From an optimization exercise on the open Yosys and OpenROAD flow, aimed at small area, a short achievable clock period and few clock cycles per item; shortcuts taken in it are not production practice.
Function was checked by simulation only, so behaviour that the tests miss may differ from the original.

==> 04-28: inputs <==
Design sample_scope_position_stepper, start of the top module:
module sample_scope_position_stepper (
  input  wire logic                        clk_i,
  input  wire logic                        rst_ni,
  input  wire logic                        cfg_valid_i,
  output logic                             cfg_ready_o,
  input  wire logic [ssps_pkg::IDX_W-1:0]  cfg_index_i,
  input  wire logic [ssps_pkg::CFG_W-1:0]  cfg_data_i,
  input  wire logic                        s_axis_tvalid_i,
  output logic                             s_axis_tready_o,
  input  wire logic [ssps_pkg::IN_W-1:0]   s_axis_tdata_i,
  input  wire logic                        s_axis_tuser_i,
  output logic                             m_axis_tvalid_o,
  input  wire logic                        m_axis_tready_i,
  output logic [ssps_pkg::OUT_W-1:0]       m_axis_tdata_o
);
  logic [1:0]           mode_q;
  logic                 wide_q;
  logic [VOL_W-1:0]     vol_q;
  logic [POS_W-1:0]     end_q;
  logic [ADDR_BITS-1:0] beg_q;
  logic [POS_W-1:0]     span_q;
  logic [DELTA_W-1:0]   delta_q;
  logic [BASE_W-1:0]    base_row_q;
  logic wr_mode, wr_end, wr_beg, wr_span, wr_delta;
  assign cfg_ready_o = 1'b1;
  assign wr_mode  = cfg_valid_i && cfg_index_i == CFG_LOOP_MODE;
  assign wr_end   = cfg_valid_i && cfg_index_i == CFG_SAMPLE_END;
  assign wr_beg   = cfg_valid_i && cfg_index_i == CFG_LOOP_BEGIN;
  assign wr_span  = cfg_valid_i && cfg_index_i == CFG_LOOP_SPAN;
  assign wr_delta = cfg_valid_i && cfg_index_i == CFG_STEP_DELTA;
  ...
make LEC_CHECK=0 CAP_MARGIN=20 CORE_MARGIN=2 CORE_UTILIZATION=40 SETUP_SLACK_MARGIN=2 SLEW_MARGIN=20 finish   # period 7.0 ns
run.sh (not shown) runs the stock make flow with config.mk's settings and CLKGATE_MAP_FILE= SYNTH_SCRIPT=/design/flow/synth_recipe.tcl, a recipe that flattens the netlist after the stock synthesis.
==> inputs of 05-18, as changes to 04-28 <==
--- a/flow/design.v
+++ b/flow/design.v
@@ -85,24 +85,26 @@
   assign sge2  = |span_q[POS_W-1:1];
   logic [POS_W-1:0]      r0_q;      
   logic signed [Y_W-1:0] rs_q;      
   logic                  exact_q;   
   logic                  nr_q, nex_q, ncv_q;    
-  logic            a_v_q, a_user_q;
-  logic [WD_W-1:0] a_dat_q;
-  logic            in_acc;
+  logic            in_user;
+  logic [WD_W-1:0] in_start;
+  assign in_user  = s_axis_tuser_i;
+  assign in_start = s_axis_tdata_i[WD_W-1:0];
   logic signed [Y_W-1:0] y_q, y_d;
   logic                  raw_q, raw_d;    
   logic                  back_q, back_d;
   logic                  act_q, act_d;
   logic [FRAC_BITS-1:0]  frac_q, frac_d;
   logic                  cy_q, cy_d;      
   logic                  b_v_q, b_v_d;
-  logic [VAL_W-1:0]      vraw_q;
+  logic [15:0]           psum_q, pcar_q;    
+  logic                  pc8_q;             
   logic                  vact_q;
   logic                  o_v_q;
-  logic [POS_W-1:0]      pos_q;
+  logic [POS_W+1:0]      pos_q;    
   logic [VAL_W-1:0]      oval_q;
   logic [ROW_W-1:0]      orow_q;
   logic                  oback_q, oact_q;
   logic                  c_free, c_load;
   assign c_free = !o_v_q || m_axis_tready_i;
@@ -119,15 +121,14 @@
   logic signed [Y_W-1:0] rs_d;
   logic                  exact_d, nr_d, nex_d, ncv_d;
   logic b_free, prep_busy, can_proc, proc_start, proc_col;
   assign prep_busy  = nr_q || nex_q || ncv_q;
   assign b_free     = !b_v_q || c_free;
-  assign can_proc   = a_v_q && b_free && (sl_q == SL_IDLE) && (!a_user_q || !prep_busy);
-  assign proc_start = can_proc && !a_user_q;
-  assign proc_col   = can_proc && a_user_q;
-  assign s_axis_tready_o = !a_v_q || can_proc;
-  assign in_acc          = s_axis_tvalid_i && s_axis_tready_o;
+  assign s_axis_tready_o = b_free && (sl_q == SL_IDLE) && (!in_user || !prep_busy);
+  assign can_proc   = s_axis_tvalid_i && s_axis_tready_o;
+  assign proc_start = can_proc && !in_user;
+  assign proc_col   = can_proc && in_user;
   logic dir;
   assign dir = back_q && mode_q[1];
   logic signed [Y_W-1:0] x, ys, yr, yg, wsel;
   logic bnc, win, sat, fast, wrap_ok;
   logic [Y_W:0] x_w, yr_w, yg_w;
@@ -137,49 +138,41 @@
   assign x    = x_w[Y_W:1];
   assign ys   = y_q + s_s;
   assign yr   = yr_w[Y_W:1];
   assign yg   = yg_w[Y_W:1];
   assign bnc  = !x[Y_W-1];
-  assign win  = !ys[Y_W-1] && y_q[Y_W-1];
+  assign win  = (!ys[Y_W-1] && y_q[Y_W-1]) || (y_q == '0 && yg[Y_W-1]);
   assign sat  = y_q[Y_W-2] && !y_q[Y_W-1];
   assign wsel = yr[Y_W-1] ? yr : yg;
   assign wrap_ok = win && exact_q;
   always_comb begin
     if (mode_q == 2'd0)  fast = 1'b1;
     else if (!dir)       fast = !bnc || (wrap_ok && sge2);
     else                 fast = wrap_ok && (sge2 || !bnc);
   end
-  localparam int NSRC = 8;
-  localparam int S_Y = 0, S_POS = 1, S_PS = 2, S_REM = 3, S_TRIAL = 4, S_D = 5, S_R0 = 6, S_E = 7;
+  localparam int NSRC = 7;
+  localparam int S_Y = 0, S_POS = 1, S_PS = 2, S_REM = 3, S_TRIAL = 4, S_E = 5, S_PSC = 6;
   localparam int G_CONV = NSRC, G_SUBS = NSRC + 1, G_DDIR = NSRC + 2, G_DONE = NSRC + 3,
                  G_AP = NSRC + 4, G_W = NSRC + 5;
   logic [G_W-1:0] gop_q, gop_d, gop;
   logic signed [Y_W-1:0] ga_a, ga_b, ga_s;
   logic [Y_W:0]          ga_w;
   logic                  ga_d, ga_ci;
-  logic [POS_W-1:0]      ga_cl;
+  logic [POS_W-1:0]      pos_cl, ps_cl;
   logic [POS_W:0]        trial;
   logic                  ga_c_op;
   assign trial   = {rem_q, ps_q[Y_W-1]};
   assign ga_c_op = b_v_q && !raw_q;    
-  always_comb begin
-    gop = gop_q;
-    if (ga_c_op) begin
-      gop = '0;
-      gop[S_Y] = 1'b1;
-      gop[G_DDIR]    = 1'b1;
-    end
-  end
+  assign gop = gop_q;
   always_comb begin
     ga_a = '0;
     if (gop[S_Y])     ga_a = ga_a | y_q;
-    if (gop[S_POS])   ga_a = ga_a | Y_W'(pos_q);
+    if (gop[S_POS])   ga_a = ga_a | Y_W'(pos_cl);
     if (gop[S_PS])    ga_a = ga_a | ps_q;
+    if (gop[S_PSC])   ga_a = ga_a | Y_W'(ps_cl);
     if (gop[S_REM])   ga_a = ga_a | Y_W'(rem_q);
     if (gop[S_TRIAL]) ga_a = ga_a | Y_W'(trial);
-    if (gop[S_D])     ga_a = ga_a | d_s;
-    if (gop[S_R0])    ga_a = ga_a | Y_W'(r0_q);
     if (gop[S_E])     ga_a = ga_a | e_s;
     ga_d  = (gop[G_DDIR] && dir) || gop[G_DONE] || (gop[G_AP] && !fwdres_q);
     if (gop[G_SUBS])      ga_b = ~s_s;
     else if (gop[G_AP])   ga_b = fwdres_q ? b_s : e_s;
     else if (ga_d)        ga_b = b_s;
@@ -188,20 +181,19 @@
     ga_ci = gop[G_SUBS] || (gop[G_CONV] && !ga_d);
   end
   assign ga_w = {ga_a ^ {Y_W{ga_d && !gop[G_SUBS]}}, 1'b1} + {ga_b, ga_ci};
   assign ga_s = ga_w[Y_W:1];
   always_comb begin
-    if (ga_s[Y_W-1])             ga_cl = '0;
-    else if (|ga_s[Y_W-2:POS_W]) ga_cl = '1;
-    else                         ga_cl = ga_s[POS_W-1:0];
+    pos_cl = (|pos_q[POS_W+1:POS_W]) ? '1 : pos_q[POS_W-1:0];
+    if (ps_q[Y_W-1])             ps_cl = '0;
+    else if (|ps_q[Y_W-2:POS_W]) ps_cl = '1;
+    else                         ps_cl = ps_q[POS_W-1:0];
   end
   localparam int PW = 24;
   logic [SMP_W-1:0] smp;
   logic [PW-1:0]    pp [VOL_W];
-  logic [PW-1:0]    prod;
-  logic [VAL_W-1:0] scaled;
-  assign smp = a_dat_q[SMP_W-1:0];
+  assign smp = s_axis_tdata_i[ADDR_BITS+2 +: SMP_W];
   assign pp[0] = PW'({~(vol_q[0] & smp[SMP_W-1]), vol_q[0] & smp[SMP_W-1],
                       {(SMP_W-1){vol_q[0]}} & smp[SMP_W-2:0]});
   for (genvar i = 1; i < VOL_W; i++) begin : g_pp
     assign pp[i] = PW'({~(vol_q[i] & smp[SMP_W-1]), {(SMP_W-1){vol_q[i]}} & smp[SMP_W-2:0]}) << i;
   end
@@ -215,12 +207,16 @@
   assign t3 = csa(pp[6], pp[7], pp[8]);
   assign t4 = csa(t1[PW-1:0], t1[2*PW-1:PW], t2[PW-1:0]);
   assign t5 = csa(t2[2*PW-1:PW], t3[PW-1:0], t3[2*PW-1:PW]);
   assign t6 = csa(t4[PW-1:0], t4[2*PW-1:PW], t5[PW-1:0]);
   assign t7 = csa(t6[PW-1:0], t6[2*PW-1:PW], t5[2*PW-1:PW]);
-  assign prod   = t7[PW-1:0] + t7[2*PW-1:PW];
-  assign scaled = wide_q ? prod[23:16] : prod[15:8];
+  logic [8:0] plo;
+  assign plo = {1'b0, t7[7:0]} + {1'b0, t7[PW+7:PW]};
+  logic [16:0]      phi;
+  logic [VAL_W-1:0] vraw;
+  assign phi  = {psum_q, 1'b1} + {pcar_q, pc8_q};
+  assign vraw = wide_q ? phi[16:9] : phi[8:1];
   logic [FRAC_BITS:0] fsum;
   logic               fits;
   logic [POS_W-1:0]   rem_step;
   logic               skip;
   ssps_pkg::slow_e    sl_n;    
@@ -287,19 +283,22 @@
             cnt_d = cnt_q - 5'd1;
             if (cnt_q == 5'd1) sl_n = SL_AP;
           end
         end
         SL_AP: begin
-          ps_d = Y_W'(ga_cl);
+          ps_d = ga_s;
           sl_n = SL_CV;
         end
         default: begin
           y_d   = ga_s;
           b_v_d = 1'b1;
           sl_n  = SL_IDLE;
         end
       endcase
+    end else if (nex_q) begin
+      exact_d = (ga_s == b_s);
+      nex_d   = 1'b0;
     end else if (nr_q) begin
       case (pr_q)
         PR_DIV: begin
           if (skip) begin
             ps_d  = ps_q <<< 4;
@@ -318,36 +317,35 @@
           rs_d = ga_s;
           nr_d = 1'b0;
           pr_d = PR_IDLE;
         end
         default: begin
-          rem_d = '0;
           ps_d  = {delta_q[DELTA_W-1:FRAC_BITS], 12'd0};
           cnt_d = 5'd16;
           if (sge2 && !ga_s[Y_W-1]) begin
-            pr_d = PR_DIV;
+            rem_d = '0;
+            pr_d  = PR_DIV;
           end else begin
-            r0_d = POS_W'(delta_q[DELTA_W-1:FRAC_BITS]);
-            pr_d = PR_RS;
+            r0_d = rem_q;
+            rs_d = ga_s;
+            nr_d = 1'b0;
+            pr_d = PR_IDLE;
           end
         end
       endcase
-    end else if (nex_q) begin
-      exact_d = (ga_s == b_s);
-      nex_d   = 1'b0;
     end else if (ncv_q) begin
       y_d   = ga_s;
       raw_d = 1'b0;
       ncv_d = 1'b0;
     end
     sl_d = sl_n;
     if (proc_start) begin
-      y_d    = Y_W'(a_dat_q[ADDR_BITS-1:0]);
+      y_d    = Y_W'(in_start[ADDR_BITS-1:0]);
       raw_d  = 1'b1;
       ncv_d  = 1'b1;
-      back_d = a_dat_q[ADDR_BITS];
-      act_d  = a_dat_q[ADDR_BITS+1];
+      back_d = in_start[ADDR_BITS];
+      act_d  = in_start[ADDR_BITS+1];
       frac_d = '0;
       b_v_d  = 1'b1;
     end else if (proc_col) begin
       frac_d = frac_q + dfrac;
       if (fast) begin
@@ -363,35 +361,38 @@
         y_d  = x;
         sl_d = SL_P;
       end
     end
     if (wr_span || wr_delta) begin
-      nr_d = 1'b1;
-      pr_d = PR_A;
+      nr_d  = 1'b1;
+      pr_d  = PR_A;
+      rem_d = POS_W'(wr_delta ? cfg_data_i[DELTA_W-1:FRAC_BITS] : delta_q[DELTA_W-1:FRAC_BITS]);
     end
     if (wr_span || wr_beg || wr_end) nex_d = 1'b1;
     if (wr_mode || wr_beg || wr_end) ncv_d = 1'b1;
     fsum = {1'b0, frac_d} + {1'b0, dfrac};
     cy_d = fsum[FRAC_BITS];
     gop_d = '0;
-    case (sl_n)
+    if (proc_col || (!raw_d && ((b_v_q && !c_free) || (sl_q == SL_CV && !ga_c_op)))) begin
+      gop_d[S_Y]    = 1'b1;
+      gop_d[G_DDIR] = 1'b1;
+    end else case (sl_n)
       SL_B:   begin gop_d[S_PS] = 1'b1;    gop_d[G_CONV] = 1'b1; gop_d[G_DONE] = 1'b1; end
       SL_E:   begin gop_d[S_PS] = 1'b1;    gop_d[G_CONV] = 1'b1; end
       SL_DIV: begin gop_d[S_TRIAL] = 1'b1; gop_d[G_SUBS] = 1'b1; end
       SL_AP:  begin gop_d[S_REM] = 1'b1;   gop_d[G_AP] = 1'b1; end
-      SL_CV:  begin gop_d[S_PS] = 1'b1;    gop_d[G_CONV] = 1'b1; gop_d[G_DDIR] = 1'b1; end
+      SL_CV:  begin gop_d[S_PSC] = 1'b1;   gop_d[G_CONV] = 1'b1; gop_d[G_DDIR] = 1'b1; end
       default: begin
-        if (nr_d) begin
+        if (nex_d) begin
+          gop_d[G_SUBS] = 1'b1;
+          gop_d[S_E] = 1'b1;
+        end else if (nr_d) begin
           gop_d[G_SUBS] = 1'b1;
           case (pr_d)
             PR_DIV:  gop_d[S_TRIAL] = 1'b1;
-            PR_RS:   gop_d[S_R0] = 1'b1;
-            default: gop_d[S_D] = 1'b1;
+            default: gop_d[S_REM] = 1'b1;    
           endcase
-        end else if (nex_d) begin
-          gop_d[G_SUBS] = 1'b1;
-          gop_d[S_E] = 1'b1;
         end else if (ncv_d) begin
           gop_d[G_CONV]  = 1'b1;
           gop_d[G_DDIR] = 1'b1;
           if (raw_d) gop_d[S_Y] = 1'b1;
           else       gop_d[S_POS] = 1'b1;
@@ -410,12 +411,10 @@
       end_q      <= '0;
       beg_q      <= '0;
       span_q     <= '0;
       delta_q    <= '0;
       base_row_q <= '0;
-      a_v_q      <= 1'b0;
-      y_q        <= '0;
       raw_q      <= 1'b0;
       back_q     <= 1'b0;
       act_q      <= 1'b0;
       frac_q     <= '0;
       cy_q       <= 1'b0;
@@ -424,12 +423,13 @@
       pos_q      <= '0;
       pr_q       <= PR_A;
       sl_q       <= SL_IDLE;
       nr_q       <= 1'b1;
       nex_q      <= 1'b1;
-      ncv_q      <= 1'b0;
-      gop_q      <= G_W'((1 << S_D) | (1 << G_SUBS));
+      ncv_q      <= 1'b1;    
+      rem_q      <= '0;
+      gop_q      <= G_W'((1 << S_E) | (1 << G_SUBS));
     end else begin
       if (cfg_valid_i) begin
         case (cfg_index_i)
           CFG_LOOP_MODE:    mode_q     <= cfg_data_i[1:0];
           CFG_WIDE_SAMPLES: wide_q     <= cfg_data_i[0];
@@ -440,13 +440,10 @@
           CFG_STEP_DELTA:   delta_q    <= cfg_data_i[DELTA_W-1:0];
           CFG_BASELINE_ROW: base_row_q <= cfg_data_i[BASE_W-1:0];
           default: ;
         endcase
       end
-      if (in_acc)        a_v_q <= 1'b1;
-      else if (can_proc) a_v_q <= 1'b0;
-      y_q    <= y_d;
       raw_q  <= raw_d;
       back_q <= back_d;
       act_q  <= act_d;
       frac_q <= frac_d;
       cy_q   <= cy_d;
@@ -454,44 +451,42 @@
       pr_q   <= pr_d;
       sl_q   <= sl_d;
       nr_q   <= nr_d;
       nex_q  <= nex_d;
       ncv_q  <= ncv_d;
+      rem_q  <= rem_d;
       gop_q  <= gop_d;
       if (c_load) begin
         o_v_q <= 1'b1;
-        pos_q <= raw_q ? y_q[POS_W-1:0] : ga_cl;
+        pos_q <= raw_q ? (POS_W+2)'(y_q[POS_W-1:0]) : ga_s[POS_W+1:0];
       end else if (m_axis_tready_i) begin
         o_v_q <= 1'b0;
       end
     end
   end
   always_ff @(posedge clk_i) begin
-    if (in_acc) begin
-      a_user_q <= s_axis_tuser_i;
-      a_dat_q  <= s_axis_tuser_i ? WD_W'(s_axis_tdata_i[ADDR_BITS+2 +: SMP_W])
-                                 : s_axis_tdata_i[WD_W-1:0];
-    end
     if (can_proc) begin
-      vraw_q <= scaled;
-      vact_q <= a_user_q && act_q;
+      psum_q <= t7[PW-1:8];
+      pcar_q <= t7[2*PW-1:PW+8];
+      pc8_q  <= plo[8];
+      vact_q <= in_user && act_q;
     end
     if (c_load) begin
-      oval_q  <= vact_q ? vraw_q : '0;
-      orow_q  <= ROW_W'(base_row_q) - ROW_W'($signed(vact_q ? vraw_q : '0));
+      oval_q  <= vact_q ? vraw : '0;
+      orow_q  <= ROW_W'(base_row_q) - ROW_W'($signed(vact_q ? vraw : '0));
       oback_q <= back_q;
       oact_q  <= act_q;
     end
     ps_q     <= ps_d;
     fwdres_q <= fwdres_d;
-    rem_q    <= rem_d;
     cnt_q    <= cnt_d;
     r0_q     <= r0_d;
+    y_q      <= y_d;
     rs_q     <= rs_d;
     exact_q  <= exact_d;
   end
   assign m_axis_tvalid_o = o_v_q;
   assign m_axis_tdata_o  = {2'b00, oback_q, oact_q,
-                            pos_q[ADDR_BITS] ? {ADDR_BITS{1'b1}} : pos_q[ADDR_BITS-1:0],
+                            (|pos_q[POS_W+1:ADDR_BITS]) ? {ADDR_BITS{1'b1}} : pos_q[ADDR_BITS-1:0],
                             orow_q, oval_q};
 endmodule
 `default_nettype wire
- CAP_MARGIN: 20 -> 5
- CORE_UTILIZATION: 40 -> 60
- SLEW_MARGIN: 20 -> 5
==> inputs of 03-01, as changes to 04-28 <==
--- a/flow/design.v
+++ b/flow/design.v
@@ -95,11 +95,12 @@
   logic                  back_q, back_d;
   logic                  act_q, act_d;
   logic [FRAC_BITS-1:0]  frac_q, frac_d;
   logic                  cy_q, cy_d;      
   logic                  b_v_q, b_v_d;
-  logic [VAL_W-1:0]      vraw_q;
+  logic [15:0]           psum_q, pcar_q;    
+  logic                  pc8_q;             
   logic                  vact_q;
   logic                  o_v_q;
   logic [POS_W-1:0]      pos_q;
   logic [VAL_W-1:0]      oval_q;
   logic [ROW_W-1:0]      orow_q;
@@ -137,11 +138,11 @@
   assign x    = x_w[Y_W:1];
   assign ys   = y_q + s_s;
   assign yr   = yr_w[Y_W:1];
   assign yg   = yg_w[Y_W:1];
   assign bnc  = !x[Y_W-1];
-  assign win  = !ys[Y_W-1] && y_q[Y_W-1];
+  assign win  = (!ys[Y_W-1] && y_q[Y_W-1]) || (y_q == '0 && yg[Y_W-1]);
   assign sat  = y_q[Y_W-2] && !y_q[Y_W-1];
   assign wsel = yr[Y_W-1] ? yr : yg;
   assign wrap_ok = win && exact_q;
   always_comb begin
     if (mode_q == 2'd0)  fast = 1'b1;
@@ -159,18 +160,11 @@
   logic [POS_W-1:0]      ga_cl;
   logic [POS_W:0]        trial;
   logic                  ga_c_op;
   assign trial   = {rem_q, ps_q[Y_W-1]};
   assign ga_c_op = b_v_q && !raw_q;    
-  always_comb begin
-    gop = gop_q;
-    if (ga_c_op) begin
-      gop = '0;
-      gop[S_Y] = 1'b1;
-      gop[G_DDIR]    = 1'b1;
-    end
-  end
+  assign gop = gop_q;
   always_comb begin
     ga_a = '0;
     if (gop[S_Y])     ga_a = ga_a | y_q;
     if (gop[S_POS])   ga_a = ga_a | Y_W'(pos_q);
     if (gop[S_PS])    ga_a = ga_a | ps_q;
@@ -195,12 +189,10 @@
     else                         ga_cl = ga_s[POS_W-1:0];
   end
   localparam int PW = 24;
   logic [SMP_W-1:0] smp;
   logic [PW-1:0]    pp [VOL_W];
-  logic [PW-1:0]    prod;
-  logic [VAL_W-1:0] scaled;
   assign smp = a_dat_q[SMP_W-1:0];
   assign pp[0] = PW'({~(vol_q[0] & smp[SMP_W-1]), vol_q[0] & smp[SMP_W-1],
                       {(SMP_W-1){vol_q[0]}} & smp[SMP_W-2:0]});
   for (genvar i = 1; i < VOL_W; i++) begin : g_pp
     assign pp[i] = PW'({~(vol_q[i] & smp[SMP_W-1]), {(SMP_W-1){vol_q[i]}} & smp[SMP_W-2:0]}) << i;
@@ -215,12 +207,16 @@
   assign t3 = csa(pp[6], pp[7], pp[8]);
   assign t4 = csa(t1[PW-1:0], t1[2*PW-1:PW], t2[PW-1:0]);
   assign t5 = csa(t2[2*PW-1:PW], t3[PW-1:0], t3[2*PW-1:PW]);
   assign t6 = csa(t4[PW-1:0], t4[2*PW-1:PW], t5[PW-1:0]);
   assign t7 = csa(t6[PW-1:0], t6[2*PW-1:PW], t5[2*PW-1:PW]);
-  assign prod   = t7[PW-1:0] + t7[2*PW-1:PW];
-  assign scaled = wide_q ? prod[23:16] : prod[15:8];
+  logic [8:0] plo;
+  assign plo = {1'b0, t7[7:0]} + {1'b0, t7[PW+7:PW]};
+  logic [16:0]      phi;
+  logic [VAL_W-1:0] vraw;
+  assign phi  = {psum_q, 1'b1} + {pcar_q, pc8_q};
+  assign vraw = wide_q ? phi[16:9] : phi[8:1];
   logic [FRAC_BITS:0] fsum;
   logic               fits;
   logic [POS_W-1:0]   rem_step;
   logic               skip;
   ssps_pkg::slow_e    sl_n;    
@@ -371,11 +367,14 @@
     if (wr_span || wr_beg || wr_end) nex_d = 1'b1;
     if (wr_mode || wr_beg || wr_end) ncv_d = 1'b1;
     fsum = {1'b0, frac_d} + {1'b0, dfrac};
     cy_d = fsum[FRAC_BITS];
     gop_d = '0;
-    case (sl_n)
+    if (proc_col || (!raw_d && ((b_v_q && !c_free) || (sl_q == SL_CV && !ga_c_op)))) begin
+      gop_d[S_Y]    = 1'b1;
+      gop_d[G_DDIR] = 1'b1;
+    end else case (sl_n)
       SL_B:   begin gop_d[S_PS] = 1'b1;    gop_d[G_CONV] = 1'b1; gop_d[G_DONE] = 1'b1; end
       SL_E:   begin gop_d[S_PS] = 1'b1;    gop_d[G_CONV] = 1'b1; end
       SL_DIV: begin gop_d[S_TRIAL] = 1'b1; gop_d[G_SUBS] = 1'b1; end
       SL_AP:  begin gop_d[S_REM] = 1'b1;   gop_d[G_AP] = 1'b1; end
       SL_CV:  begin gop_d[S_PS] = 1'b1;    gop_d[G_CONV] = 1'b1; gop_d[G_DDIR] = 1'b1; end
@@ -470,16 +469,18 @@
       a_user_q <= s_axis_tuser_i;
       a_dat_q  <= s_axis_tuser_i ? WD_W'(s_axis_tdata_i[ADDR_BITS+2 +: SMP_W])
                                  : s_axis_tdata_i[WD_W-1:0];
     end
     if (can_proc) begin
-      vraw_q <= scaled;
+      psum_q <= t7[PW-1:8];
+      pcar_q <= t7[2*PW-1:PW+8];
+      pc8_q  <= plo[8];
       vact_q <= a_user_q && act_q;
     end
     if (c_load) begin
-      oval_q  <= vact_q ? vraw_q : '0;
-      orow_q  <= ROW_W'(base_row_q) - ROW_W'($signed(vact_q ? vraw_q : '0));
+      oval_q  <= vact_q ? vraw : '0;
+      orow_q  <= ROW_W'(base_row_q) - ROW_W'($signed(vact_q ? vraw : '0));
       oback_q <= back_q;
       oact_q  <= act_q;
     end
     ps_q     <= ps_d;
     fwdres_q <= fwdres_d;
- SETUP_SLACK_MARGIN: 2 -> 2.5
==> inputs of 07-12, as changes to 04-28 <==
- SETUP_SLACK_MARGIN: 2 -> 3
==> run notes <==
Result of the run: 03-01 timing/DRC/antenna clean; 04-28 timing/DRC/antenna clean; 05-18 timing/DRC/antenna clean; 07-12 timing/DRC/antenna clean
Worst reg2reg setup slack: 03-01 2.28 ns; 04-28 1.83 ns; 05-18 1.96 ns; 07-12 1.58 ns
Share of cell area taken by flip-flops and latches: 03-01 28.8%; 04-28 27.9%; 05-18 29.9%; 07-12 25.0%
Final estimated routing congestion in global placement: 03-01 1.01; 04-28 1.04; 05-18 1.02; 07-12 1.06
# resized after CTS: 03-01 144; 04-28 105; 05-18 29; 07-12 370
Wire length on met3: 03-01 12,600 um; 04-28 12,700 um; 05-18 15,000 um; 07-12 18,100 um
Clock transition at the registers of the reported paths: 03-01 0.07 ns; 04-28 0.06 ns; 05-18 0.06 ns; 07-12 0.07 ns
Vias: 03-01 29,000; 04-28 29,400; 05-18 28,300; 07-12 31,400
Fraction of area in clock buffers and inverters: 03-01 4.37%; 04-28 4.19%; 05-18 4.24%; 07-12 3.60%
Endpoint required time on the critical path: 03-01 7.37 ns; 04-28 7.34 ns; 05-18 7.47 ns; 07-12 7.42 ns
Sequential element share of the synthesized area: 03-01 35.2%; 04-28 33.8%; 05-18 34.0%; 07-12 33.8%
Sum of routed wire segments on met1: 03-01 50,200 um; 04-28 53,000 um; 05-18 44,500 um; 07-12 54,400 um
Placed insts: 03-01 4,513; 04-28 4,479; 05-18 4,043; 07-12 4,493
Global-route wire length before repair: 03-01 182,000 um; 04-28 189,000 um; 05-18 167,000 um; 07-12 202,000 um
Most common library cell in the layout ignoring fill and taps: 03-01 sky130_fd_sc_hd__nor2_1; 04-28 sky130_fd_sc_hd__nor2_1; 05-18 sky130_fd_sc_hd__nand2_1; 07-12 sky130_fd_sc_hd__buf_4
Post-route non-filler standard cell count: 03-01 4,754; 04-28 4,729; 05-18 4,174; 07-12 4,947
Share of final layout cell area taken by non-clock buffers: 03-01 8.91%; 04-28 9.08%; 05-18 6.44%; 07-12 14.4%
Final routed wirelength across all metal layers: 03-01 126,000 um; 04-28 133,000 um; 05-18 113,000 um; 07-12 145,000 um
Setup Slack @ Placement: 03-01 1.33 ns; 04-28 0.830 ns; 05-18 1.29 ns; 07-12 0.947 ns
Peak Freq: 03-01 0.212 GHz; 04-28 0.193 GHz; 05-18 0.198 GHz; 07-12 0.185 GHz
Testbench counts of 04-28, summed over its fixed seeds: cycles 4,945, items 3,802.
Testbench counts of 05-18, summed over its fixed seeds: cycles 4,821, items 3,802.
Testbench counts of 03-01, summed over its fixed seeds: cycles 4,885, items 3,802.
Testbench counts of 07-12, summed over its fixed seeds: cycles 4,945, items 3,802.

## re-timing with driven ports
No port has a modelled driver above. Below, the same layouts with a new extraction and two added sets of constraints. Step 1, drivers: a clkbuf_16 drives clk_i and a buf_2 each remaining input, both assumed. Step 2 adds t to the input delays and takes it off the output delays; t is the mean of the earliest and latest rising clock arrival at the registers after step 1. Input paths then give back, and output paths get back, about the clock's delay inside the block. Slacks: ideal / step 1 / step 2; pairs: ideal / step 1.
| run | shift t [ns] | slack for setup (ns) | worst slew at a driven data input, ns |
|---|---|---|---|
| 04-28 | 0.674 | 1.829 / 1.829 / 1.749 | 0.09 |
| 05-18 | 0.663 | 1.962 / 1.962 / 1.542 | 0.07 |
| 03-01 | 0.689 | 2.278 / 2.278 / 2.184 | 0.06 |
| 07-12 | 0.690 | 1.584 / 1.584 / 1.584 | 0.09 |
After both steps every run listed still meets setup and hold. The setup slack of 05-18, which loses most, moves by 0.000 ns with the drivers and by -0.420 ns with both steps.
